Context: an optimization exercise on an open-source flow, tuned for small area, a short achievable clock period and few clock cycles. The choices shown serve that exercise and are no tape-out recipe.
In this exercise RTL edits were held to simulation tests only and were not proved equivalent to the original.
No activity file was given, so power comes from the tool's default toggle rates.

<file path="design.v">
`timescale 1ns/10ps
`default_nettype none
module core_top
(
  input  logic        clk,
  input  logic        rst,
  output logic [31:0] mem_if_addr,
  output logic        mem_if_req,
  input  logic [31:0] mem_if_rdata,
  input  logic        mem_if_ack,
  output logic [31:0] mem_data_addr,
  output logic [15:0] mem_data_wdata,
  output logic        mem_data_we,
  output logic        mem_data_req,
  input  logic [15:0] mem_data_rdata,
  input  logic        mem_data_ack,
  output logic        halted,
  output logic [31:0] current_pc
);
  localparam logic [2:0] C_NOP = 3'd0, C_ALU = 3'd1, C_MOVI = 3'd2, C_LD = 3'd3,
                         C_ST = 3'd4, C_BR = 3'd5, C_HLT = 3'd6;
  function automatic logic [5:0] decode(input logic [7:0] op);
    logic [2:0] c, s;
    c = C_NOP;
    s = 3'd0;
    case (op)
      8'h01: begin c = C_ALU; s = 3'd0; end
      8'h02: begin c = C_ALU; s = 3'd1; end
      8'h03: begin c = C_ALU; s = 3'd2; end
      8'h04: begin c = C_ALU; s = 3'd3; end
      8'h05: begin c = C_ALU; s = 3'd4; end
      8'h10: c = C_MOVI;
      8'h20: c = C_LD;
      8'h21: c = C_ST;
      8'h30: begin c = C_BR; s = 3'd0; end
      8'h31: begin c = C_BR; s = 3'd1; end
      8'h32: begin c = C_BR; s = 3'd2; end
      8'h33: begin c = C_BR; s = 3'd3; end
      8'hff: c = C_HLT;
      default: ;
    endcase
    decode = {c, s};
  endfunction
  function automatic logic taken(input logic [1:0] s, input logic z, input logic v);
    case (s)
      2'd0: taken = z;
      2'd1: taken = !z;
      2'd2: taken = v;
      default: taken = 1'b1;
    endcase
  endfunction
  logic [31:0] fa;         
  logic        freq;       
  logic        fstop;      
  logic        z_q, v_q;
  logic [15:0] rf [16];
  logic        halted_q;
  logic        dv;
  logic        d_alu, d_sub, d_movi, d_ld, d_st, d_br, d_hlt;
  logic [2:0]  dsub;
  logic [3:0]  drd, drs1;
  logic [3:0]  dib;        
  logic [15:0] dimm;
  logic        ev;
  logic [5:0]  eop;
  logic        ecin;       
  logic [3:0]  erd;
  logic [15:0] opa, opb;
  logic        wv;
  logic [3:0]  wrd;
  logic [15:0] wdat;
  logic        dreq, dwe;
  logic [15:0] daddr, dwdata;
  logic [3:0]  ldrd;
  logic        ack, ldp, ldw, dfree;
  assign ack   = freq && mem_if_ack;
  assign ldp   = dreq && !dwe;               
  assign ldw   = ldp && mem_data_ack;        
  assign dfree = !dreq || mem_data_ack;      
  logic [15:0] sum, lres, res;
  logic [16:0] sum17;
  logic        e_alu, v_res, z_res, z_arith, z_logic, park, ex_free;
  assign e_alu   = ev && (eop[3:0] != 4'b0);
  assign sum17   = {opa, 1'b1} + {opb, ecin};
  assign sum     = sum17[16:1];
  assign lres    = ({16{eop[1]}} & (opa & opb)) | ({16{eop[2]}} & (opa | opb)) |
                   ({16{eop[3]}} & (opa ^ opb));
  assign res     = ({16{eop[0]}} & sum) | lres | ({16{eop[4]}} & opb) | ({16{eop[5]}} & opa);
  assign v_res   = eop[0] && (opa[15] == opb[15]) && (sum[15] != opa[15]);
  assign z_arith = ((opa ^ opb) == {opa[14:0] | opb[14:0], ecin});
  assign z_logic = (lres == 16'h0);
  assign z_res   = eop[0] ? z_arith : z_logic;
  assign park    = ev && ldw;
  assign ex_free = !park;
  logic [15:0] ra, rb;
  logic        fa_hit, fb_hit;
  logic        need_a, need_b, writes, haz;
  logic        rd_alu, rd_ld, rd_st, rd_br, rd_hlt, rd_done, rd_free;
  assign fa_hit = wv && (wrd == drs1);
  assign fb_hit = wv && (wrd == dib);
  always_comb begin
    ra = fa_hit ? wdat : 16'h0;
    rb = fb_hit ? wdat : 16'h0;
    for (int i = 0; i < 16; i++) begin
      ra = ra | ((!fa_hit && drs1 == 4'(i)) ? rf[i] : 16'h0);
      rb = rb | ((!fb_hit && dib == 4'(i)) ? rf[i] : 16'h0);
    end
  end
  assign need_a = d_alu;
  assign need_b = d_alu || d_st;
  assign writes = d_alu || d_movi;
  assign haz = (need_a && ((ldp && ldrd == drs1) || (ev && erd == drs1))) ||
               (need_b && ((ldp && ldrd == dib) || (ev && erd == dib))) ||
               (writes && ldp && ldrd == drd);
  assign rd_alu  = dv && writes && !haz && ex_free;
  assign rd_ld   = dv && d_ld && dfree;
  assign rd_st   = dv && d_st && !haz && dfree;
  assign rd_br   = dv && d_br && !e_alu;
  assign rd_hlt  = dv && d_hlt && dfree;
  assign rd_done = rd_alu || rd_ld || rd_st || rd_br;
  assign rd_free = !dv || rd_done;
  logic [31:0] nw;
  logic [2:0]  ncls, nsub;
  logic        nbr_now, nld_now, nhlt_now, nenter, nreplay, ntaken;
  assign nw = mem_if_rdata;
  assign {ncls, nsub} = decode(nw[31:24]);
  assign ntaken   = taken(nsub[1:0], z_q, v_q);
  assign nbr_now  = (ncls == C_BR) && ((!dv && !e_alu) || nsub[1:0] == 2'd3);
  assign nld_now  = (ncls == C_LD) && !dv && dfree;
  assign nhlt_now = (ncls == C_HLT) && !dv && dfree;
  assign nenter   = ack && (ncls != C_NOP) && !nbr_now && !nld_now && !nhlt_now;
  assign nreplay  = nenter && !rd_free;
  logic fstop_n;
  always_comb begin
    fstop_n = fstop;
    if (nenter && !nreplay && (ncls == C_BR || ncls == C_HLT)) fstop_n = 1'b1;
    if (ack && nhlt_now) fstop_n = 1'b1;
    if (rd_br) fstop_n = 1'b0;
  end
  always_ff @(posedge clk) begin
    if (rst) begin
      fa       <= 32'h0;
      freq     <= 1'b1;
      fstop    <= 1'b0;
      dv       <= 1'b0;
      ev       <= 1'b0;
      wv       <= 1'b0;
      dreq     <= 1'b0;
      z_q      <= 1'b0;
      v_q      <= 1'b0;
      halted_q <= 1'b0;
    end else begin
      fstop <= fstop_n;
      if (ack) begin
        if (nbr_now) fa <= ntaken ? {16'h0, nw[15:0]} : fa + 32'd4;
        else if (ncls != C_BR && ncls != C_HLT && !nreplay) fa <= fa + 32'd4;
      end else if (rd_br) begin
        fa <= taken(dsub[1:0], z_q, v_q) ? {16'h0, dimm} : fa + 32'd4;
      end
      if (freq && !mem_if_ack) freq <= 1'b1;
      else freq <= !fstop_n;
      if (rd_done) dv <= 1'b0;
      if (nenter && !nreplay) dv <= 1'b1;
      if (ex_free) ev <= rd_alu;
      if (e_alu) begin
        z_q <= z_res;
        v_q <= v_res;
      end
      wv <= ldw || ev;
      if (dreq && mem_data_ack) dreq <= 1'b0;
      if ((ack && nld_now) || rd_ld || rd_st) dreq <= 1'b1;
      if (dfree) begin
        dwe    <= dv && d_st;
        daddr  <= dv ? dimm : nw[15:0];
        dwdata <= rb;
        ldrd   <= dv ? drd : nw[23:20];
      end
      if (rd_hlt || (ack && nhlt_now)) halted_q <= 1'b1;
    end
  end
  always_ff @(posedge clk) begin
    if (rd_free) begin
      d_alu  <= (ncls == C_ALU);
      d_sub  <= (ncls == C_ALU) && (nsub == 3'd1);
      d_movi <= (ncls == C_MOVI);
      d_ld   <= (ncls == C_LD);
      d_st   <= (ncls == C_ST);
      d_br   <= (ncls == C_BR);
      d_hlt  <= (ncls == C_HLT);
      dsub   <= nsub;
      drd    <= nw[23:20];
      drs1   <= nw[19:16];
      dib    <= nw[29] ? nw[23:20] : nw[15:12];
      dimm   <= nw[15:0];
    end
    if (ex_free) erd <= drd;
    eop  <= !ex_free ? 6'b100000 :
            d_movi   ? 6'b010000 :
            (dsub == 3'd2) ? 6'b000010 :
            (dsub == 3'd3) ? 6'b000100 :
            (dsub == 3'd4) ? 6'b001000 : 6'b000001;
    ecin <= d_sub;
    opa  <= ex_free ? ra : res;
    opb  <= d_movi ? dimm : (d_sub ? ~rb : rb);
    wrd  <= ldw ? ldrd : erd;
    wdat <= ldw ? mem_data_rdata : res;
  end
  always_ff @(posedge clk) begin
    if (wv) rf[wrd] <= wdat;
  end
  assign mem_if_addr    = fa;
  assign mem_if_req     = freq;
  assign mem_data_addr  = {16'h0, daddr};
  assign mem_data_wdata = dwdata;
  assign mem_data_we    = dwe;
  assign mem_data_req   = dreq;
  assign halted         = halted_q;
  assign current_pc     = fa;
endmodule
`default_nettype wire
</file>
<file path="flow/run.sh">
#!/bin/bash
# Standard layout, with plain buffers on the ports instead of the default
# delay cells. Each step's log stays in this folder.
set -euo pipefail
export BUFFER_PORTS_ARGS="-buffer_cell sky130_fd_sc_hd__buf_2"
bash standard.sh synth > synth.log 2>&1
bash standard.sh finish > layout.log 2>&1
</file>
<file path="standard.sh">
#!/bin/bash
# synth_recipe.tcl (not shown) runs the flow's synth.tcl, then flattens the netlist and writes it again
# the make line also repeats each setting of config.mk as NAME=value (left out here)
make -C /OpenROAD-flow-scripts/flow DESIGN_CONFIG=/design/flow/config.mk WORK_HOME=/design/flow/orfs CLKGATE_MAP_FILE= SYNTH_SCRIPT=/design/flow/synth_recipe.tcl "${@:-finish}"
</file>
<file path="config.mk">
export PLATFORM = sky130hd
export DESIGN_NAME = core_top
export DESIGN_NICKNAME = core_top
export VERILOG_FILES = /design/flow/design.v
export SDC_FILE = /design/flow/constraint.sdc
export NUM_CORES = 4
export LEC_CHECK = 0
export CAP_MARGIN = 20
export CORE_MARGIN = 2
export CORE_UTILIZATION = 40
export CTS_CLUSTER_DIAMETER = 80
export CTS_CLUSTER_SIZE = 22
export PLACE_DENSITY = 0.6
export SETUP_SLACK_MARGIN = 2.6
export SLEW_MARGIN = 20
</file>
<file path="constraint.sdc">
create_clock -name core_clock -period 5.5 [get_ports {clk}]
set_input_delay 1.1000 -clock core_clock [delete_from_list [all_inputs] [get_ports {clk}]]
set_output_delay 1.1000 -clock core_clock [all_outputs]
set_load 0.01 [all_outputs]
</file>
==> out/results.ini, run 1 <==
[synth]
ys_ff_latch = 435
synth_edf_count = 335
yosys.area.top_type = edfxtp_1
synthMuxAreaShare_pct = 2.44
synth_compound_area_share_pct = 20.9
synth_xor_area_share_pct = 2.72
synth_simple_gate_area_share_pct = 11.5
netlist.area_leader.share_pct = 46.0
synthTopCellsByArea = edfxtp_1, dfxtp_1, a22oi_1
ys_seq_area_share_pct = 55.1
synth_area_um2 = 21900
synth_top_family_by_area = compound AO/OA/AOI/OAI gates
avgSynthCellArea_um2 = 11.5
synth_cells = 1900
yosysUniqueCellTypes = 87
ys_warn_count = 1
ys.flop_type = edfxtp_1
postSynth.asyncResetShare_pct = 0
synthAdderAreaFrac_pct = 1.98

[sta]
layout_min_cycle_time_ns = 2.95
slew_viol_final = 0
finalCritPeriodShare_pct = 53.7
slew_headroom_pct = 32.4
final.setup_skew_ns = 0.0266
hold_ws_ns = 0.519
finalSetupViolCount = 0
rsz0062_at_grt = yes
worstMarginPinSlew_ns = 1.01
fmax_mhz = 338
hold_viol = 0
final.setup.tns_ns = 0

[detailed_routing]
wl_met1_mm = 31.7
wl_per_cell_um = 30.1
drc = 0
antenna_left = 0
num_vias = 18600
top_layer = met5
wl_met2_mm = 37.4
met3_length_mm = 10.0
drt_wl_total_mm = 83.4
avgViaCountPerCell = 6.70
drt-initial-drc-count = 3077
drtPass1Iterations = 9

[floorplanning]
row_count = 85
start_util_pct = 40.6
die_h_um = 238
io_pins = 168
core_area_um2 = 53900
die_w_um = 238
die_area_um2 = 56600

[finish]
fillCellCount = 4817
mostFrequentLayoutCells = edfxtp_1, buf_2, a22oi_1
drive_gt1_share_pct = 24.9
regArea_um2 = 12100
layout.nets = 2142
multi_input_area_um2 = 9660
final_common_cell = edfxtp_1
syn_to_final_growth_pct = 17.8
n_antenna_cell = 0

[min_path]
worstHoldPathCells = 2
hold_end = halted_q
min_from = halted_q
hold_class = reg -> reg

[setup_path]
end_kind = flop
critical_path_class = reg -> reg
arrival_ns = 3.48
worstPathCellList = buf_12, xor2_2, nor3_4, buf_6, buf_12, buf_12, a2111oi_4, buf_6, a22oi_2, nand4_1, or3_4, a221oi_2
crit_top_cell = buf_12
ff2ff_setup_slack_ns = 2.55
start_kind = flop
r2r_end = opb[3]
ff2ff_path_depth = 12
crit_fanout = 7
slowest_delay_ns = 0.49
cp.required_ns = 6.03
crit_slowest_cell = or3_4
rr_startpoint = dib[3]

[job]
drv_cap = 0

[outcome]
status = timing/DRC/antenna clean

[cts]
cts_buffers = 28
h-tree-depth = 1
cts_tree = yes
cts_num_sinks = 435
root_buffer = clkbuf_16
clk_pin_slew_ns = 0.09
clock_latency_ns = 0.61
clockBufferDepth = 3
hold_buffers = 0

[placement]
portBuffers = 151
dp_hpwl_mm = 53.8
finalWeightedCongestion = 0.970

[grt]
antenna_found_initial = 3
grt_use_total_pct = 28.3
overflow = 0
grt_max_degree = 37
grt_pass1_vias = 17400
grt_pass1_wl_mm = 118

[pwr]
ir_drop_v = 0.000231
powerDensity_nw_per_um2 = 322
power.leakage_uw = 0.00912

[worst max path at each step]
stage / depth (start not counted) / to / start / slack (ns)
after detailed placement: 8 / fa[22] / mem_if_rdata[29] / 1.36
after global placement: 8 / fa[22] / mem_if_rdata[29] / 1.48
final: 12 / opb[3] / dib[3] / 2.55
after global routing: 13 / opb[12] / dib[3] / 2.53
after CTS: 8 / fa[22] / mem_if_rdata[29] / 2.53
after floorplan: 8 / fa[29] / mem_if_rdata[30] / 2.46
[critical path, delay by kind of cell, from the launching register on]
family,cells,cell delay (ns)
XOR/XNOR,1,0.15
AND/OR/NAND/NOR,3,1.15
AO/OA/AOI/OAI,3,0.44
buffers and inverters,5,0.71
flip-flops,1,0.44
[metrics by stage]
step                instance area [um2]  worst slack (ns)  instances  power, uW  utilization (%)
floorplan                         22100              2.46       1915       5220                -
global placement                  23600              1.48       2655       5830             43.7
detailed placement                23600              1.36       2655       5860             43.7
CTS                               25200              2.53       2742       8180             46.8
global route                      25800              2.53       2774       8550             47.8
finish                            25800              2.55       2774       8290             47.8
[per-layer routing]
| metal | vias up | track usage [%] |
|---|---|---|
| met5 | - | 0 |
| met4 | 4 | 13.3 |
| met3 | 339 | 7.17 |
| met2 | 1477 | 44.5 |
| met1 | 8999 | 36.6 |
| li1 | 7765 | - |
[kinds of logic (layout without fill, tap and decap cells)]
family / count (synthesis) / count (layout)
flip-flops: 435 / 435
AND/OR/NAND/NOR: 463 / 465
adder cells (fa/ha/maj): 34 / 34
AO/OA/AOI/OAI: 611 / 612
other: 1 / 16
buffers and inverters: 239 / 399
multiplexers: 49 / 49
XOR/XNOR: 68 / 68
[Yosys cell counts, types with 52 or more instances]
| cell type | count |
|---|---|
| edfxtp_1 | 335 |
| a22oi_1 | 128 |
| dfxtp_1 | 100 |
| nand2_1 | 98 |
| a21oi_1 | 97 |
| clkbuf_1 | 77 |
| nand3_1 | 70 |
| nor2_1 | 69 |
| inv_1 | 65 |
| o21ai_0 | 63 |
| a22o_1 | 62 |
| a221oi_1 | 53 |
| buf_4 | 52 |
[flip-flops by register name (all words and copies together) (netlist names), 3 cells and up]
| register | count |
|---|---|
| drs1 | 4 |
| dib | 4 |
| dimm | 16 |
| drd | 4 |
| dsub | 3 |
| rf | 256 |
| fa | 32 |
| wrd | 4 |
| opb | 16 |
| ldrd | 4 |
| wdat | 16 |
| erd | 4 |
| eop | 6 |
| dwdata | 16 |
| opa | 16 |
| daddr | 16 |
[where the power goes]
part	internal (uW)	total (uW)	switching [uW]
Clock	1060	2280	1220
Sequential	4000	4430	433
Combinational	622	1580	956
[final cells by class]
class | count | area share (%)
Timing Repair Buffer | 280 | 7.79
Clock inverter | 16 | 0.665
Inverter | 67 | 0.976
Multi-Input combinational cell | 1244 | 37.5
Tap cell | 696 | 3.38
Clock buffer | 36 | 2.92
Sequential cell | 435 | 46.8
[what timing repair did]
item                                    in CTS  in global routing
gates resized for setup                     73                 58
endpoints found under the setup margin     110                 82
pin swaps                                   19                 27
setup buffers                               30                 29
gates cloned                                 5                  3
Testbench counts, summed over its fixed seeds: cycles 112,029.
==> run 2, diff against run 1 <==
--- a/config.mk
+++ b/config.mk
@@ -9,7 +9,5 @@
 export CORE_MARGIN = 2
 export CORE_UTILIZATION = 40
-export CTS_CLUSTER_DIAMETER = 80
-export CTS_CLUSTER_SIZE = 22
 export PLACE_DENSITY = 0.6
-export SETUP_SLACK_MARGIN = 2.6
+export SETUP_SLACK_MARGIN = 2.2
 export SLEW_MARGIN = 20
==> out/results.ini, run 2 <==
[sta]
final.setup.tns_ns = 0
fmax_mhz = 304
slew_headroom_pct = 17.6
worstMarginPinSlew_ns = 1.23
hold_ws_ns = 0.510
final.setup_skew_ns = 0.0299
hold_viol = 0
finalSetupViolCount = 0
slew_viol_final = 0
finalCritPeriodShare_pct = 59.8
rsz0062_at_grt = no
layout_min_cycle_time_ns = 3.29

[placement]
place_area_um2 = 23500
finalWeightedCongestion = 0.952
dp_hpwl_mm = 53.5
portBuffers = 151
dp_cells = 2659

[setup_path]
arrival_ns = 3.72
crit_start = drs1[1]
crit_slowest_cell = a211oi_4
start_kind = flop
slowest_delay_ns = 1.06
r2r_end = opa[0]
end_kind = flop
critical_path_class = reg -> reg
ff2ff_setup_slack_ns = 2.21
ff2ff_path_depth = 7
worstPathCellList = xnor2_1, and2_1, buf_4, a211oi_4, a221oi_1, and3_1, a31oi_1
rr_startpoint = drs1[1]
cp.required_ns = 5.93
crit_fanout = 20

[min_path]
hold_class = reg -> reg
min_from = halted_q
hold_end = halted_q
worstHoldPathCells = 2

[synth]
synth_cells = 1900
avgSynthCellArea_um2 = 11.5
synth_top_family_by_area = compound AO/OA/AOI/OAI gates
synth_common_cells = edfxtp_1, a22oi_1, dfxtp_1
ys_warn_count = 1
synth_xor_area_share_pct = 2.72
ys_seq_area_share_pct = 55.1
synth_edf_count = 335
synthTopCellsByArea = edfxtp_1, dfxtp_1, a22oi_1
netlist.area_leader.share_pct = 46.0
postSynth.asyncResetShare_pct = 0
yosys.area.top_type = edfxtp_1
yosysUniqueCellTypes = 87
ys_ff_latch = 435
synth_compound_area_share_pct = 20.9
ys.flop_type = edfxtp_1
synth_area_um2 = 21900
synthMuxAreaShare_pct = 2.44
synthAdderAreaFrac_pct = 1.98
synth.most_common_cell = edfxtp_1
synth_simple_gate_area_share_pct = 11.5

[finish]
final_core_util_pct = 46.9
final_common_cell = edfxtp_1
layout.nets = 2107
largestRegisters = rf: 256 flops, fa: 32 flops
largest_reg_flops = 256
mostFrequentLayoutCells = edfxtp_1, buf_2, a22oi_1
fillCellCount = 4820
final_cells = 2754
drive_gt1_share_pct = 20.9
final_area_um2 = 25300
regMostFlops = rf
syn_to_final_growth_pct = 15.5
n_antenna_cell = 0

[detailed_routing]
drc = 0
drt-initial-drc-count = 2686
avgViaCountPerCell = 6.55
antenna_left = 0
drtPass1Iterations = 10
drt_wl_total_mm = 79.9
num_vias = 18000
wl_per_cell_um = 29.0

[pwr]
powerDensity_nw_per_um2 = 361
clkPwrFrac_pct = 35.5
netSwitchingPower_uw = 2720
switching_share_pct = 29.8
seqPwrFrac_pct = 48.5
ir_drop_v = 0.000189
p_comb_share_pct = 16.0
power.leakage_uw = 0.00895
internal-power_uw = 6420

[floorplanning]
core_area_um2 = 53900
die_h_um = 238
die_w_um = 238
row_count = 85
die_area_um2 = 56600
start_util_pct = 40.6
io_pins = 168

[outcome]
status = timing/DRC/antenna clean

[cts]
cts_num_sinks = 435
hold_buffers = 0
clk_pin_slew_ns = 0.06
clock_latency_ns = 0.62
clockBufferDepth = 3
root_buffer = clkbuf_16
cts_buffers = 47
h-tree-depth = 2
cts_tree = yes

[grt]
grt_use_total_pct = 27.5
grt_pass1_vias = 16900
antenna_found_initial = 1
grt_pass1_wl_mm = 115
grt_max_degree = 40
overflow = 0

[job]
drv_cap = 0

-- run 2: cells by family after synthesis --
| kind of cell | Yosys count |
|---|---|
| compound gates | 611 |
| mux | 49 |
| buf+inv | 239 |
| fa+ha+maj | 34 |
| other cells | 1 |
| flops | 435 |
| xor+xnor | 68 |
| simple gates | 463 |
-- run 2: what timing repair did --
item / 4_1_cts / 5_1_grt
hold endpoints to repair: 0 / 0
gates cloned: 0 / 0
buffers inserted: 4 / 5
resized for setup: 9 / 28
pin swaps: 3 / 2
endpoints found under the setup margin: 61 / 51
-- run 2: area by class of cell --
type / instances / area (um2) / area share, %
sequential: 435 / 12100 / 47.7
multi-input combinational: 1241 / 9160 / 36.2
timing repair buffer: 229 / 1380 / 5.44
clock buffer: 57 / 1250 / 4.96
tap: 696 / 871 / 3.44
clock inverter: 29 / 314 / 1.24
inverter: 67 / 251 / 0.995
-- run 2: how the worst max path moves through the flow --
stage / endpoint / slack, ns / cells past startpoint
global placement: fa[5] / 1.57 / 9
detailed placement: fa[8] / 1.43 / 9
floorplan: freq / 2.21 / 8
finish: opa[0] / 2.21 / 7
CTS: opb[0] / 2.13 / 11
global route: fa[8] / 2.20 / 9
-- run 2: stage by stage --
stage	setup WS, ns	total power [uW]
final	2.21	9140
after global routing	2.20	9440
after CTS	2.13	9090
after detailed placement	1.43	5860
after global placement	1.57	5840
after floorplan	2.21	5210
-- run 2: routing by layer --
metal	global-route usage (%)	routed length, um	up-vias
li1	-	-	7690
met1	36.6	31100	8753
met2	43.8	35900	1309
met3	5.51	8650	293
met4	12.0	4260	0
met5	0	0	-
-- run 2: power groups by stage --
stage	combinational, uW	clock (uW)	sequential [uW]
after floorplan	904	0	4310
after global placement	1380	0	4470
after detailed placement	1380	0	4480
after CTS	1400	3280	4410
after global routing	1560	3410	4470
final	1460	3250	4430
-- run 2: worst max-delay path, delay by kind of cell (launching register included) --
| kind | cells | cell delay, ns |
|---|---|---|
| AO/OA/AOI/OAI | 3 | 1.73 |
| flip-flops | 1 | 0.53 |
| AND/OR/NAND/NOR | 2 | 0.43 |
| buffers and inverters | 1 | 0.25 |
| XOR/XNOR | 1 | 0.17 |
==> run 3, diff against run 2 <==
--- a/design.v
+++ b/design.v
@@ -97,14 +97,17 @@
   logic        need_a, need_b, writes, haz;
   logic        rd_alu, rd_ld, rd_st, rd_br, rd_hlt, rd_done, rd_free;
+  logic [15:0] qa, qb;
   assign fa_hit = wv && (wrd == drs1);
   assign fb_hit = wv && (wrd == dib);
   always_comb begin
-    ra = fa_hit ? wdat : 16'h0;
-    rb = fb_hit ? wdat : 16'h0;
+    qa = 16'h0;
+    qb = 16'h0;
     for (int i = 0; i < 16; i++) begin
-      ra = ra | ((!fa_hit && drs1 == 4'(i)) ? rf[i] : 16'h0);
-      rb = rb | ((!fb_hit && dib == 4'(i)) ? rf[i] : 16'h0);
+      qa = qa | ((drs1 == 4'(i)) ? rf[i] : 16'h0);
+      qb = qb | ((dib == 4'(i)) ? rf[i] : 16'h0);
     end
   end
+  assign ra = fa_hit ? wdat : qa;
+  assign rb = fb_hit ? wdat : qb;
   assign need_a = d_alu;
   assign need_b = d_alu || d_st;
--- a/config.mk
+++ b/config.mk
@@ -9,5 +9,7 @@
 export CORE_MARGIN = 2
 export CORE_UTILIZATION = 40
+export CTS_CLUSTER_DIAMETER = 80
+export CTS_CLUSTER_SIZE = 22
 export PLACE_DENSITY = 0.6
-export SETUP_SLACK_MARGIN = 2.2
+export SETUP_SLACK_MARGIN = 3.0
 export SLEW_MARGIN = 20
==> out/results.ini, run 3 <==
[pwr]
seqPwrFrac_pct = 54.2
ir_drop_v = 0.000229
netSwitchingPower_uw = 2460
power_uw = 8150
clkPwrFrac_pct = 25.3
p_comb_share_pct = 20.4
switching_share_pct = 30.1
powerDensity_nw_per_um2 = 308
power.leakage_uw = 0.00944
internal-power_uw = 5690

[sta]
finalCritPeriodShare_pct = 53.1
rsz0062_at_grt = yes
layout_min_cycle_time_ns = 2.92
hold_ws_ns = 0.500
final.setup.tns_ns = 0
slew_headroom_pct = 31.0
fmax_mhz = 343
slew_viol_final = 0
final.setup_skew_ns = 0.0294
finalSetupViolCount = 0
hold_viol = 0
worstMarginPinSlew_ns = 1.03

[grt]
grt_use_total_pct = 27.0
overflow = 0
grt_max_degree = 47
grt_pass1_vias = 16200
grt_pass1_wl_mm = 107
antenna_found_initial = 1

[synth]
ys_warn_count = 1
synth_edf_count = 335
yosys.area.top_type = edfxtp_1
avgSynthCellArea_um2 = 12.1
ys_ff_latch = 435
postSynth.asyncResetShare_pct = 0
synth_area_um2 = 20800
yosysUniqueCellTypes = 76
synth_cells = 1716
synthTopCellsByArea = edfxtp_1, dfxtp_1, a221oi_1
synth.most_common_cell = edfxtp_1
ys_seq_area_share_pct = 57.9
ys.flop_type = edfxtp_1
netlist.area_leader.share_pct = 48.3
synth_common_cells = edfxtp_1, a221oi_1, a22o_1

[floorplanning]
die_h_um = 232
io_pins = 168
core_area_um2 = 51400
start_util_pct = 40.5
die_w_um = 232
die_area_um2 = 53900
row_count = 83

[cts]
cts_tree = yes
cts_buffers = 25
cts_num_sinks = 435
root_buffer = clkbuf_16
h-tree-depth = 1
clk_pin_slew_ns = 0.09
clockBufferDepth = 3
clock_latency_ns = 0.58

[finish]
largestRegisters = rf: 256 flops, fa: 32 flops
mostFrequentLayoutCells = edfxtp_1, buf_2, buf_4
n_antenna_cell = 0
final_common_cell = edfxtp_1
fillCellCount = 4353
largest_reg_flops = 256
final_area_um2 = 26400
syn_to_final_growth_pct = 26.9
regMostFlops = rf
layout.nets = 2071
final_cells = 2684
drive_gt1_share_pct = 35.7

[setup_path]
cp.buffers_inverters = 3
critical_path_class = in -> reg
end_kind = flop
worstPathCellList = buf_8, or3b_1, a211o_1, a2111oi_4, a211oi_4, buf_6, or2_4, buf_4, nor3_4, a221oi_2, o32ai_1
crit_fanout = 7
cp.required_ns = 5.97
rr_startpoint = dib[3]
crit_start = mem_if_rdata[28]
crit_slowest_cell = a2111oi_4
arrival_ns = 3.39
start_kind = input pin
crit_family = compound AO/OA/AOI/OAI gates
slowest_delay_ns = 0.42

[placement]
finalWeightedCongestion = 0.945
dp_cells = 2471
place_area_um2 = 22400
portBuffers = 151
dp_hpwl_mm = 46.0

[job]
drv_cap = 0

[min_path]
hold_class = reg -> reg
min_from = drd[2]

[detailed_routing]
wl_per_cell_um = 28.6
drtPass1Iterations = 7
avgViaCountPerCell = 6.48
drt-initial-drc-count = 3023
drc = 0
drt_wl_total_mm = 76.8
num_vias = 17400
antenna_left = 0

[outcome]
status = timing/DRC/antenna clean

-- run 3: final timing paths --
check	cells past startpoint	slack, ns	endpoint
max reg2reg	12	2.79	fa[11]
max	11	2.58	fa[15]
min reg2reg	0	0.50	erd[2]
min	0	0.50	erd[2]
-- run 3: repair_timing --
item	in CTS	in global routing
setup buffers	121	38
gates cloned	4	2
setup endpoints to repair	130	85
pin swaps	81	117
hold buffers	0	0
resized for setup	217	195
-- run 3: layer usage --
layer  part of all wire, %  wire length, um  vias up  GRT usage [%]
li1                      -                -     7269              -
met3                    13             9750      245           7.04
met1                    40            31000     8548           38.7
met5                 0.017               13        -              0
met2                    42            32600     1327           38.9
met4                   4.6             3510        2           10.5
-- run 3: cell type report --
cell class / instances / area [um2] / area share [%]
tap: 680 / 851 / 3.22
sequential: 435 / 12100 / 45.7
timing repair buffer: 372 / 3040 / 11.5
multi-input combinational: 1098 / 9480 / 35.8
clock buffer: 35 / 673 / 2.55
clock inverter: 11 / 113 / 0.426
inverter: 53 / 214 / 0.809
-- run 3: logic make-up after synthesis --
group           Yosys count  synth area share, %
fa+ha+maj                34                 2.08
other cells               1               0.0180
compound gates          524                 19.4
flops                   435                 57.9
buf+inv                 200                 4.62
xor+xnor                 88                 3.70
simple gates            377                 9.35
mux                      57                 3.01
-- run 3: worst register-to-register path: cells and delay by family, from the launching register on --
family,cells,cell delay (ns)
AO/OA/AOI/OAI,6,1.10
XOR/XNOR,1,0.16
buffers and inverters,4,0.68
flip-flops,1,0.39
AND/OR/NAND/NOR,1,0.29
-- run 3: power groups by stage --
stage | logic (uW) | clock network [uW] | registers, uW
floorplan | 841 | 0 | 4300
global placement | 1200 | 0 | 4480
detailed placement | 1210 | 0 | 4500
CTS | 1460 | 2080 | 4400
global route | 1770 | 2180 | 4450
finish | 1670 | 2060 | 4420
-- run 3: stage by stage --
stage | worst slack (ns) | utilization [%]
2_1_floorplan | 1.88 | -
5_1_grt | 2.51 | 51.4
3_5_place_dp | 1.39 | 43.6
4_1_cts | 2.59 | 49.0
3_3_place_gp | 1.59 | 43.6
6_report | 2.58 | 51.4
Testbench counts of run 3, summed over its fixed seeds: cycles 112,029.
==> run 4, diff against run 3 <==
--- a/config.mk
+++ b/config.mk
@@ -12,4 +12,4 @@
 export CTS_CLUSTER_SIZE = 22
 export PLACE_DENSITY = 0.6
-export SETUP_SLACK_MARGIN = 3.0
+export SETUP_SLACK_MARGIN = 2.2
 export SLEW_MARGIN = 20
==> out/results.ini, run 4 <==
[outcome]
status = timing/DRC/antenna clean

[finish]
syn_to_final_growth_pct = 12.8
final_cells = 2538
largest_reg_flops = 256
largestRegisters = rf: 256 flops, fa: 32 flops
final_common_cell = edfxtp_1
layout.nets = 1924
mostFrequentLayoutCells = edfxtp_1, buf_2, a221oi_1
drive_gt1_share_pct = 20.5
regMostFlops = rf
n_antenna_cell = 0
fillCellCount = 4692

[setup_path]
slowest_delay_ns = 0.94
cp.required_ns = 6.02
start_kind = flop
worstPathCellList = nand2_1, nor3_4, a22o_1, a221oi_1, nand4_1, mux2i_1, mux2i_1, o21bai_1
crit_start = drs1[1]
crit_slowest_cell = nor3_4
crit_top_cell = mux2i_1
arrival_ns = 3.68
critical_path_class = reg -> reg
end_kind = flop
rr_startpoint = drs1[1]
crit_fanout = 16

[sta]
final.setup_skew_ns = 0.0411
fmax_mhz = 317
finalCritPeriodShare_pct = 57.4
hold_viol = 0
final.setup.tns_ns = 0
slew_viol_final = 0
layout_min_cycle_time_ns = 3.16
worstMarginPinSlew_ns = 1.15
slew_headroom_pct = 22.9
hold_ws_ns = 0.510
finalSetupViolCount = 0
rsz0062_at_grt = no

[synth]
postSynth.asyncResetShare_pct = 0
ys_warn_count = 1
synth_edf_count = 335
synth_area_um2 = 20800
yosys.area.top_type = edfxtp_1
synth.most_common_cell = edfxtp_1
ys.flop_type = edfxtp_1
ys_ff_latch = 435
synth_cells = 1716
synth_common_cells = edfxtp_1, a221oi_1, a22o_1
yosysUniqueCellTypes = 76
synthTopCellsByArea = edfxtp_1, dfxtp_1, a221oi_1
ys_seq_area_share_pct = 57.9
avgSynthCellArea_um2 = 12.1
netlist.area_leader.share_pct = 48.3

[cts]
clock_latency_ns = 0.59
cts_tree = yes
h-tree-depth = 1
clockBufferDepth = 3
cts_buffers = 27
root_buffer = clkbuf_16
clk_pin_slew_ns = 0.09
hold_buffers = 0
cts_num_sinks = 435

[floorplanning]
die_h_um = 232
core_area_um2 = 51400
row_count = 83
die_area_um2 = 53900
die_w_um = 232
start_util_pct = 40.5
io_pins = 168

[pwr]
power_uw = 7860
power.leakage_uw = 0.00817
powerDensity_nw_per_um2 = 334
ir_drop_v = 0.000258

[job]
drv_cap = 0

[min_path]
min_from = drd[2]
hold_class = reg -> reg

[placement]
dp_cells = 2470
dp_hpwl_mm = 46.2
finalWeightedCongestion = 0.952
portBuffers = 151

[grt]
antenna_found_initial = 2
grt_pass1_wl_mm = 104
grt_use_total_pct = 26.1
overflow = 0
grt_pass1_vias = 15500
grt_max_degree = 47

[detailed_routing]
wl_per_cell_um = 28.4
drt-initial-drc-count = 2504
drtPass1Iterations = 8
drc = 0
avgViaCountPerCell = 6.52
antenna_left = 0
drt_wl_total_mm = 72.1
num_vias = 16600

[run 4: final timing paths]
path              endpoint  slack (ns)  depth (start not counted)
setup reg to reg   opa[13]        2.34                          8
setup / recovery   opa[13]        2.34                          8
hold / removal      erd[2]        0.51                          0
hold reg to reg     erd[2]        0.51                          0
[run 4: stage by stage]
stage | util (%) | setup WS (ns) | cell area [um2]
detailed placement | 43.6 | 1.45 | 22400
global placement | 43.6 | 1.62 | 22400
floorplan | - | 1.88 | 20900
global route | 45.7 | 2.20 | 23500
finish | 45.7 | 2.34 | 23500
CTS | 45.5 | 2.14 | 23400
[run 4: layer usage]
metal | share of wire, % | vias to the layer above | track usage (%)
li1 | - | 6970 | -
met2 | 43 | 1171 | 38.4
met3 | 12 | 218 | 6.10
met1 | 41 | 8193 | 37.8
met4 | 4.0 | 0 | 8.67
met5 | 0 | - | 0
[run 4: timing repair]
| action | 4_1_cts | 5_1_grt |
|---|---|---|
| endpoints found under the setup margin | 31 | 51 |
| buffers inserted | 7 | 11 |
| gates resized for setup | 3 | 10 |
| cloned | 1 | 0 |
| pin swaps | 2 | 3 |
| endpoints found under the hold margin | 0 | 0 |
[run 4: worst max-delay path, delay by kind of cell, from the launching register on]
family          cells  cell delay [ns]
mux                 2             0.27
simple gates        3             1.47
compound gates      3             0.45
flops               1             0.89
[run 4: kinds of logic (layout without fill, tap and decap cells)]
group	Yosys count	in the layout	synth area share, %
AO/OA/AOI/OAI	524	525	19.4
multiplexers	57	57	3.01
XOR/XNOR	88	88	3.70
AND/OR/NAND/NOR	377	377	9.35
buffers and inverters	200	326	4.62
other	1	16	0.0180
adder cells (fa/ha/maj)	34	34	2.08
flip-flops	435	435	57.9
[run 4: layout make-up]
class	count	area, um2	share of cell area (%)
Tap cell	680	851	3.62
Clock buffer	36	709	3.02
Clock inverter	13	144	0.612
Multi-Input combinational cell	1097	8200	34.9
Sequential cell	435	12100	51.3
Inverter	53	201	0.857
Timing Repair Buffer	224	1330	5.67
[run 4: where the power goes]
group / leakage [uW] / switching [uW] / total, uW / internal [uW]
Combinational: 0.00379 / 759 / 1260 / 506
Clock: 0.000418 / 1170 / 2160 / 993
Sequential: 0.00396 / 433 / 4430 / 4000
==> run 5, diff against run 4 <==
--- a/config.mk
+++ b/config.mk
@@ -12,4 +12,4 @@
 export CTS_CLUSTER_SIZE = 22
 export PLACE_DENSITY = 0.6
-export SETUP_SLACK_MARGIN = 2.2
+export SETUP_SLACK_MARGIN = 2.6
 export SLEW_MARGIN = 20
==> out/results.ini, run 5 <==
[synth]
synth_cells = 1716
synth_common_cells = edfxtp_1, a221oi_1, a22o_1
postSynth.asyncResetShare_pct = 0
synth_area_um2 = 20800
ys_ff_latch = 435
ys_seq_area_share_pct = 57.9
synth.most_common_cell = edfxtp_1
avgSynthCellArea_um2 = 12.1
ys_warn_count = 1
ys.flop_type = edfxtp_1
yosys.area.top_type = edfxtp_1
synthTopCellsByArea = edfxtp_1, dfxtp_1, a221oi_1
synth_edf_count = 335
netlist.area_leader.share_pct = 48.3
yosysUniqueCellTypes = 76

[sta]
hold_viol = 0
setup_slack_ns = 2.66
finalCritPeriodShare_pct = 51.7
slew_headroom_pct = 33.4
slew_viol_final = 0
layout_min_cycle_time_ns = 2.84
rsz0062_at_grt = yes
final.setup.tns_ns = 0
final.setup_skew_ns = 0.0281
finalSetupViolCount = 0
worstMarginPinSlew_ns = 0.997
fmax_mhz = 352

[grt]
grt_pass1_vias = 15700
antenna_found_initial = 2
use_met2_pct = 38.8
overflow = 0
top_usage_layer = met2
grt_pass1_wl_mm = 105
grt_use_total_pct = 26.4
grt_max_degree = 47
use_met3_pct = 5.99
grt.met1_usage_pct = 37.7

[setup_path]
arrival_ns = 3.35
cp.required_ns = 6.00
cp.buffers_inverters = 3
slowest_delay_ns = 0.36
end_kind = flop
crit_fanout = 7
start_kind = input pin
crit_slowest_cell = or3b_1
crit_family = compound AO/OA/AOI/OAI gates
critical_path_class = in -> reg
worstPathCellList = buf_12, or3b_1, a211o_1, buf_4, a21o_4, a211oi_4, buf_6, nor2_1, or3_1, a221oi_2

[cts]
clock_latency_ns = 0.60
hold_buffers = 0
cts_num_sinks = 435
h-tree-depth = 1
cts_buffers = 27
root_buffer = clkbuf_16
clockBufferDepth = 3
clk_pin_slew_ns = 0.09
cts_tree = yes

[placement]
dp_cells = 2473
portBuffers = 151
place_area_um2 = 22400
finalWeightedCongestion = 0.965
dpl_worst_slack_ns = 1.35
dp_hpwl_mm = 46.6

[floorplanning]
io_pins = 168
core_area_um2 = 51400
die_area_um2 = 53900
die_h_um = 232
die_w_um = 232
row_count = 83
start_util_pct = 40.5

[finish]
syn_to_final_growth_pct = 15.7
drive_gt1_share_pct = 23.8
largest_reg_flops = 256
final_cells = 2584
layout.nets = 1967
regArea_um2 = 12100
largestRegisters = rf: 256 flops, fa: 32 flops
final_core_util_pct = 46.9
multi_input_area_um2 = 8370
final_common_cell = edfxtp_1
regMostFlops = rf
final_area_um2 = 24100
mostFrequentLayoutCells = edfxtp_1, buf_2, a221oi_1
fillCellCount = 4639

[pwr]
powerDensity_nw_per_um2 = 330
power.leakage_uw = 0.00844
ir_drop_v = 0.000268

[min_path]
hold_class = reg -> reg

[detailed_routing]
avgViaCountPerCell = 6.48
num_vias = 16700
drt-initial-drc-count = 2433
drc = 0
antenna_left = 0
wl_per_cell_um = 28.4
drt_wl_total_mm = 73.3
drtPass1Iterations = 6

[outcome]
status = timing/DRC/antenna clean

[job]
drv_cap = 0

[run 5: cell types whose count changed in the layout (fill, tap and decap cells not counted), sizes merged]
cell / previous run / this run
inv: 60 / 59
clkinv: 4 / 3
clkinvlp: 1 / 2
diode: 0 / 3
clkbuf: 36 / 38
nand3: 25 / 26
buf: 224 / 265
[run 5: cell families after synthesis]
group	count (synthesis)	share of synthesized area [%]
compound gates	524	19.4
flops	435	57.9
simple gates	377	9.35
buf+inv	200	4.62
xor+xnor	88	3.70
mux	57	3.01
fa+ha+maj	34	2.08
other cells	1	0.0180
[run 5: metal layers]
layer / routed length [um] / up-vias
met5: 13 / -
met3: 8800 / 216
met1: 29900 / 8268
li1: - / 7053
met2: 31300 / 1208
met4: 3280 / 2
[run 5: worst min-delay path, delay by kind of cell, from the launching register on]
| family | cells | cell delay [ns] |
|---|---|---|
| DFF | 1 | 0.34 |
| AOI/OAI and AO/OA | 1 | 0.06 |
| buffers and inverters | 1 | 0.06 |
[run 5: final cells by class]
type,instances,area share [%]
Tap cell,680,3.53
Sequential cell,435,50.0
Inverter,53,0.856
Clock inverter,12,0.540
Multi-Input combinational cell,1098,34.7
Antenna cell,3,0.0311
Timing Repair Buffer,266,7.17
Clock buffer,37,3.13
[run 5: report_power, final]
group          switching, uW  internal [uW]
clock                   1170           1040
combinational            792            545
sequential               419           4000
total                   2380           5580
[run 5: metrics by stage]
step	hold slack [ns]	power, uW
global route	0.516	8240
global placement	0.484	5680
detailed placement	0.478	5700
CTS	0.497	7910
finish	0.499	7960
floorplan	0.346	5140
[run 5: final timing paths]
check,from,end,slack (ns),cells after the start
min,freq,freq,0.50,2
max reg2reg,dib[3],opb[8],2.69,10
max,mem_if_rdata[29],fa[11],2.66,10
min reg2reg,freq,freq,0.50,2
[run 5: timing repair]
action,in CTS,in global routing
setup buffers,43,14
gates resized for setup,37,38
gates cloned,1,1
endpoints found under the hold margin,0,0
setup endpoints to repair,120,50
pin swaps,8,17
==> run 6, diff against run 5 <==
--- a/config.mk
+++ b/config.mk
@@ -12,4 +12,4 @@
 export CTS_CLUSTER_SIZE = 22
 export PLACE_DENSITY = 0.6
-export SETUP_SLACK_MARGIN = 2.6
+export SETUP_SLACK_MARGIN = 2.75
 export SLEW_MARGIN = 20
==> out/results.ini, run 6 <==
[sta]
finalCritPeriodShare_pct = 52.1
slew_headroom_pct = 28.7
rsz0062_at_grt = yes
slew_viol_final = 0
hold_viol = 0
fmax_mhz = 349
finalSetupViolCount = 0
layout_min_cycle_time_ns = 2.87
final.setup_skew_ns = 0.0238
final.setup.tns_ns = 0
worstMarginPinSlew_ns = 1.07

[grt]
grt_pass1_vias = 15900
grt_pass1_wl_mm = 106
antenna_found_initial = 1
grt_max_degree = 47
overflow = 0
grt_use_total_pct = 26.6

[synth]
ys.flop_type = edfxtp_1
synthTopCellsByArea = edfxtp_1, dfxtp_1, a221oi_1
synth_compound_area_share_pct = 19.4
netlist.area_leader.share_pct = 48.3
synth_simple_gate_area_share_pct = 9.35
synth_edf_count = 335
yosys.area.top_type = edfxtp_1
synth_xor_area_share_pct = 3.70
synthAdderAreaFrac_pct = 2.08
ys_ff_latch = 435
synth_common_cells = edfxtp_1, a221oi_1, a22o_1
synth_top_family_by_area = compound AO/OA/AOI/OAI gates
avgSynthCellArea_um2 = 12.1
synthMuxAreaShare_pct = 3.01
ys_warn_count = 1
synth.most_common_cell = edfxtp_1
yosysUniqueCellTypes = 76
postSynth.asyncResetShare_pct = 0
ys_seq_area_share_pct = 57.9
synth_area_um2 = 20800
synth_cells = 1716

[detailed_routing]
drt-initial-drc-count = 2511
avgViaCountPerCell = 6.53
drtPass1Iterations = 6
wl_per_cell_um = 28.6
drt_wl_total_mm = 74.0
drc = 0
num_vias = 16900
antenna_left = 0

[finish]
final_core_util_pct = 47.6
fillCellCount = 4549
n_antenna_cell = 0
largestRegisters = rf: 256 flops, fa: 32 flops
syn_to_final_growth_pct = 17.4
final_cells = 2588
mostFrequentLayoutCells = edfxtp_1, buf_2, a221oi_1
largest_reg_flops = 256
final_common_cell = edfxtp_1
regArea_um2 = 12100
multi_input_area_um2 = 8620
regMostFlops = rf
drive_gt1_share_pct = 26.1
layout.nets = 1974

[pwr]
power.leakage_uw = 0.00858
powerDensity_nw_per_um2 = 327
seqPwrFrac_pct = 55.1
ir_drop_v = 0.000235
power_uw = 8010
switching_share_pct = 30.2
clkPwrFrac_pct = 27.4
p_comb_share_pct = 17.5
internal-power_uw = 5590
netSwitchingPower_uw = 2420

[setup_path]
crit_fanout = 6
end_kind = flop
cp.required_ns = 6.01
critical_path_class = in -> reg
arrival_ns = 3.38
start_kind = input pin

[floorplanning]
die_area_um2 = 53900
row_count = 83
die_w_um = 232
die_h_um = 232
core_area_um2 = 51400
start_util_pct = 40.5
io_pins = 168

[cts]
clock_latency_ns = 0.60
cts_buffers = 27
hold_buffers = 0
h-tree-depth = 1
root_buffer = clkbuf_16
cts_tree = yes
clk_pin_slew_ns = 0.08
cts_num_sinks = 435
clockBufferDepth = 3

[placement]
dp_cells = 2470
portBuffers = 151
finalWeightedCongestion = 0.943
dp_hpwl_mm = 46.7

[job]
drv_cap = 0

[min_path]
hold_class = reg -> reg

[outcome]
status = timing/DRC/antenna clean

## run 6: path summary, 6_finish.rpt
kind / endpoint / slack, ns / start / cells after the start
worst min-delay path: freq / 0.50 / freq / 2
worst max register to register: fa[17] / 2.75 / dib[3] / 11
worst min register to register: freq / 0.50 / freq / 2
worst max-delay path: fa[16] / 2.63 / mem_if_rdata[29] / 9
## run 6: kinds of logic (layout without fill, tap and decap cells)
family | count (synthesis) | count (layout)
AND/OR/NAND/NOR | 377 | 378
flip-flops | 435 | 435
buffers and inverters | 200 | 374
multiplexers | 57 | 57
AO/OA/AOI/OAI | 524 | 526
adder cells (fa/ha/maj) | 34 | 34
XOR/XNOR | 88 | 88
other | 1 | 16
## run 6: metrics by stage
stage	instance area [um2]	hold slack (ns)	worst slack [ns]
3_3_place_gp	22400	0.477	1.51
4_1_cts	24100	0.496	2.62
2_1_floorplan	20900	0.346	1.88
3_5_place_dp	22400	0.483	1.42
6_report	24500	0.497	2.63
5_1_grt	24500	0.515	2.57
## run 6: layout make-up
type / instances / area share, %
clock buffers: 35 / 3.06
flip-flops and latches: 435 / 49.3
multi-input cells: 1099 / 35.2
inverters: 53 / 0.864
repair buffers: 272 / 7.58
clock inverters: 14 / 0.521
well taps: 680 / 3.48
## run 6: repair_timing
| action | 4_1_cts | 5_1_grt |
|---|---|---|
| gates cloned | 3 | 2 |
| pin swaps | 27 | 35 |
| setup buffers | 50 | 14 |
| setup endpoints to repair | 127 | 60 |
| resized for setup | 74 | 60 |
## run 6: critical path, stage by stage
cell	delay [ns]
buf_12	0.10
or3b_1	0.37
a211o_1	0.36
a2111oi_4	0.29
buf_4	0.19
a211oi_4	0.05
or2_4	0.27
or4_1	0.49
a21oi_2	0.14
## run 6: power by group through the flow
stage	clock [uW]	sequential (uW)	combinational, uW
2_1_floorplan	0	4300	840
3_3_place_gp	0	4480	1210
3_5_place_dp	0	4500	1210
4_1_cts	2210	4400	1320
5_1_grt	2330	4450	1490
6_report	2190	4420	1400
## run 6: metal layers
| metal | routed length, um | part of all wire (%) | GRT usage, % | vias up |
|---|---|---|---|---|
| met4 | 3450 | 4.7 | 10.0 | 2 |
| met2 | 31800 | 43 | 38.7 | 1243 |
| li1 | - | - | - | 7080 |
| met5 | 13 | 0.018 | 0 | - |
| met3 | 8490 | 11 | 5.18 | 217 |
| met1 | 30300 | 41 | 39.0 | 8365 |
==> run 7, diff against run 6 <==
--- a/config.mk
+++ b/config.mk
@@ -8,8 +8,8 @@
 export CAP_MARGIN = 20
 export CORE_MARGIN = 2
-export CORE_UTILIZATION = 40
+export CORE_UTILIZATION = 55
 export CTS_CLUSTER_DIAMETER = 80
 export CTS_CLUSTER_SIZE = 22
-export PLACE_DENSITY = 0.6
-export SETUP_SLACK_MARGIN = 2.75
+export PLACE_DENSITY = 0.7
+export SETUP_SLACK_MARGIN = 2.6
 export SLEW_MARGIN = 20
==> out/results.ini, run 7 <==
[cts]
clock_latency_ns = 0.61
root_buffer = clkbuf_16
cts_tree = yes
clk_pin_slew_ns = 0.08
cts_num_sinks = 435
h-tree-depth = 1
clockBufferDepth = 3
cts_buffers = 26
hold_buffers = 0

[min_path]
hold_class = reg -> reg
worstHoldPathCells = 2
hold_end = freq
min_from = freq

[setup_path]
critical_path_class = reg -> reg
ff2ff_path_depth = 10
crit_fanout = 10
cp.required_ns = 5.93
ff2ff_setup_slack_ns = 2.56
arrival_ns = 3.37
start_kind = flop
end_kind = flop
rr_startpoint = dib[2]
r2r_end = opb[7]

[synth]
postSynth.asyncResetShare_pct = 0
ys.flop_type = edfxtp_1
avgSynthCellArea_um2 = 12.1
netlist.area_leader.share_pct = 48.3
synth_cells = 1716
ys_warn_count = 1
synth_edf_count = 335
synth_area_um2 = 20800
synth.most_common_cell = edfxtp_1
yosysUniqueCellTypes = 76
yosys.area.top_type = edfxtp_1
synthTopCellsByArea = edfxtp_1, dfxtp_1, a221oi_1
ys_seq_area_share_pct = 57.9
ys_ff_latch = 435
synth_common_cells = edfxtp_1, a221oi_1, a22o_1

[pwr]
internal-power_uw = 5510
netSwitchingPower_uw = 2380
switching_share_pct = 30.1
clkPwrFrac_pct = 26.6
seqPwrFrac_pct = 56.0
powerDensity_nw_per_um2 = 327
ir_drop_v = 0.000253
p_comb_share_pct = 17.5
power.leakage_uw = 0.00853

[floorplanning]
core_area_um2 = 37500
die_area_um2 = 39500
io_pins = 168
die_w_um = 199
die_h_um = 199
start_util_pct = 55.6
row_count = 71

[finish]
mostFrequentLayoutCells = edfxtp_1, buf_2, a221oi_1
fillCellCount = 2857
final_core_util_pct = 64.3
layout.nets = 1978
regMostFlops = rf
largestRegisters = rf: 256 flops, fa: 32 flops
syn_to_final_growth_pct = 15.7
drive_gt1_share_pct = 24.5
final_common_cell = edfxtp_1
largest_reg_flops = 256

[grt]
antenna_found_initial = 2
grt_pass1_wl_mm = 101
overflow = 0
grt_use_total_pct = 35.1
grt_pass1_vias = 15900
grt_max_degree = 47

[sta]
layout_min_cycle_time_ns = 2.94
slew_headroom_pct = 41.4
hold_viol = 0
final.setup.tns_ns = 0
rsz0062_at_grt = yes
worstMarginPinSlew_ns = 0.877
fmax_mhz = 341
finalCritPeriodShare_pct = 53.4
finalSetupViolCount = 0
final.setup_skew_ns = 0.0503
slew_viol_final = 0

[placement]
dp_hpwl_mm = 43.4
portBuffers = 151
finalWeightedCongestion = 0.967

[detailed_routing]
drt-initial-drc-count = 2625
wl_per_cell_um = 29.1
avgViaCountPerCell = 6.98
antenna_left = 0
num_vias = 16900
drc = 0
drtPass1Iterations = 8
drt_wl_total_mm = 70.6

[job]
drv_cap = 0

[outcome]
status = timing/DRC/antenna clean

-- run 7: cell counts after synthesis --
No cell type changed its count.
-- run 7: worst max-delay path by stage --
| stage | start | end | slack (ns) | depth (start not counted) |
|---|---|---|---|---|
| floorplan | mem_data_ack | fa[18] | 1.88 | 9 |
| global placement | mem_if_rdata[27] | fa[30] | 1.37 | 9 |
| detailed placement | mem_if_rdata[27] | fa[31] | 1.22 | 9 |
| CTS | opa[0] | wdat[10] | 2.58 | 10 |
| global route | dib[2] | opb[7] | 2.47 | 10 |
| finish | dib[2] | opb[7] | 2.56 | 10 |
-- run 7: power groups by stage --
stage	Sequential (uW)	Clock (uW)	Combinational, uW
5_1_grt	4450	2210	1470
3_3_place_gp	4470	0	1190
6_report	4420	2100	1380
2_1_floorplan	4300	0	840
4_1_cts	4400	2100	1290
3_5_place_dp	4490	0	1200
-- run 7: critical path, stage by stage (launching register included) --
cell and delay [ns]:
edfxtp_1 0.39, buf_6 0.17, nand2b_1 0.26, nor2_2 0.46, buf_4 0.34, a22o_1 0.16
a221oi_1 0.05, and4_1 0.20, a21oi_1 0.35, xnor2_1 0.24, o21ai_0 0.13
-- run 7: cells by family after synthesis --
| kind of cell | after synthesis | share of synthesized area, % |
|---|---|---|
| flops | 435 | 57.9 |
| other cells | 1 | 0.0180 |
| xor+xnor | 88 | 3.70 |
| mux | 57 | 3.01 |
| simple gates | 377 | 9.35 |
| buf+inv | 200 | 4.62 |
| compound gates | 524 | 19.4 |
| fa+ha+maj | 34 | 2.08 |
-- run 7: what timing repair did --
item,4_1_cts,5_1_grt
buffers inserted,55,15
gates cloned,4,1
endpoints found under the setup margin,125,57
pin swaps,12,21
resized for setup,32,50
-- run 7: area by class of cell --
type,instances,area (um2),area share (%)
Timing Repair Buffer,276,1930,7.99
Tap cell,511,639,2.65
Inverter,53,206,0.856
Clock buffer,40,733,3.04
Antenna cell,1,2.50,0.0104
Clock inverter,8,96.3,0.400
Sequential cell,435,12100,50.0
Multi-Input combinational cell,1100,8440,35.0
-- run 7: stage by stage --
stage,hold WS (ns),setup slack [ns],power (uW),cell area (um2),cells
after global placement,0.465,1.37,5660,22200,2300
after global routing,0.528,2.47,8120,24100,2423
after detailed placement,0.472,1.22,5690,22200,2300
after CTS,0.490,2.58,7780,23700,2407
final,0.480,2.56,7890,24100,2424
after floorplan,0.346,1.88,5140,20900,1731
-- run 7: metal layers --
layer | global-route usage (%) | vias to the layer above | share of wire [%] | routed length (um)
met5 | 0 | - | 0.088 | 62
met4 | 16.0 | 2 | 5.6 | 3960
met3 | 8.70 | 269 | 14 | 9720
met2 | 51.6 | 1347 | 43 | 30200
met1 | 49.3 | 8203 | 38 | 26700
li1 | - | 7088 | - | -

separate check: timing with driven ports:
The results above use ideal ports. As a check the final layouts listed here were re-extracted and re-timed, cells and wires unchanged.
Step 1: set_driving_cell puts a clkbuf_16 on clk and a buf_2 on each other input, an assumption about the parent block.
Step 2, shift: input delay + t, output delay - t, t = (earliest + latest rising clock arrival at the registers) / 2. This alone moves slack from input paths to output paths.
a / b / c = no drivers / after step 1 / after step 2; a / b = the first two.
run	t, ns	slack for setup (ns)	hold slack, ns
run 1	0.661	2.546 / 2.546 / 2.023	0.519 / 0.519 / 0.519
run 2	0.659	2.211 / 2.211 / 1.709	0.510 / 0.510 / 0.510
run 3	0.631	2.581 / 2.604 / 1.972	0.500 / 0.500 / 0.500
run 4	0.638	2.342 / 2.342 / 1.752	0.510 / 0.510 / 0.510
run 5	0.645	2.656 / 2.671 / 2.026	0.499 / 0.499 / 0.499
run 6	0.651	2.634 / 2.651 / 2.000	0.497 / 0.497 / 0.497
run 7	0.642	2.564 / 2.564 / 1.993	0.480 / 0.480 / 0.480
After both steps setup and hold are still met in every run listed. The setup slack of run 6, which loses most, moves by +0.017 ns with the drivers and by -0.634 ns with both steps.
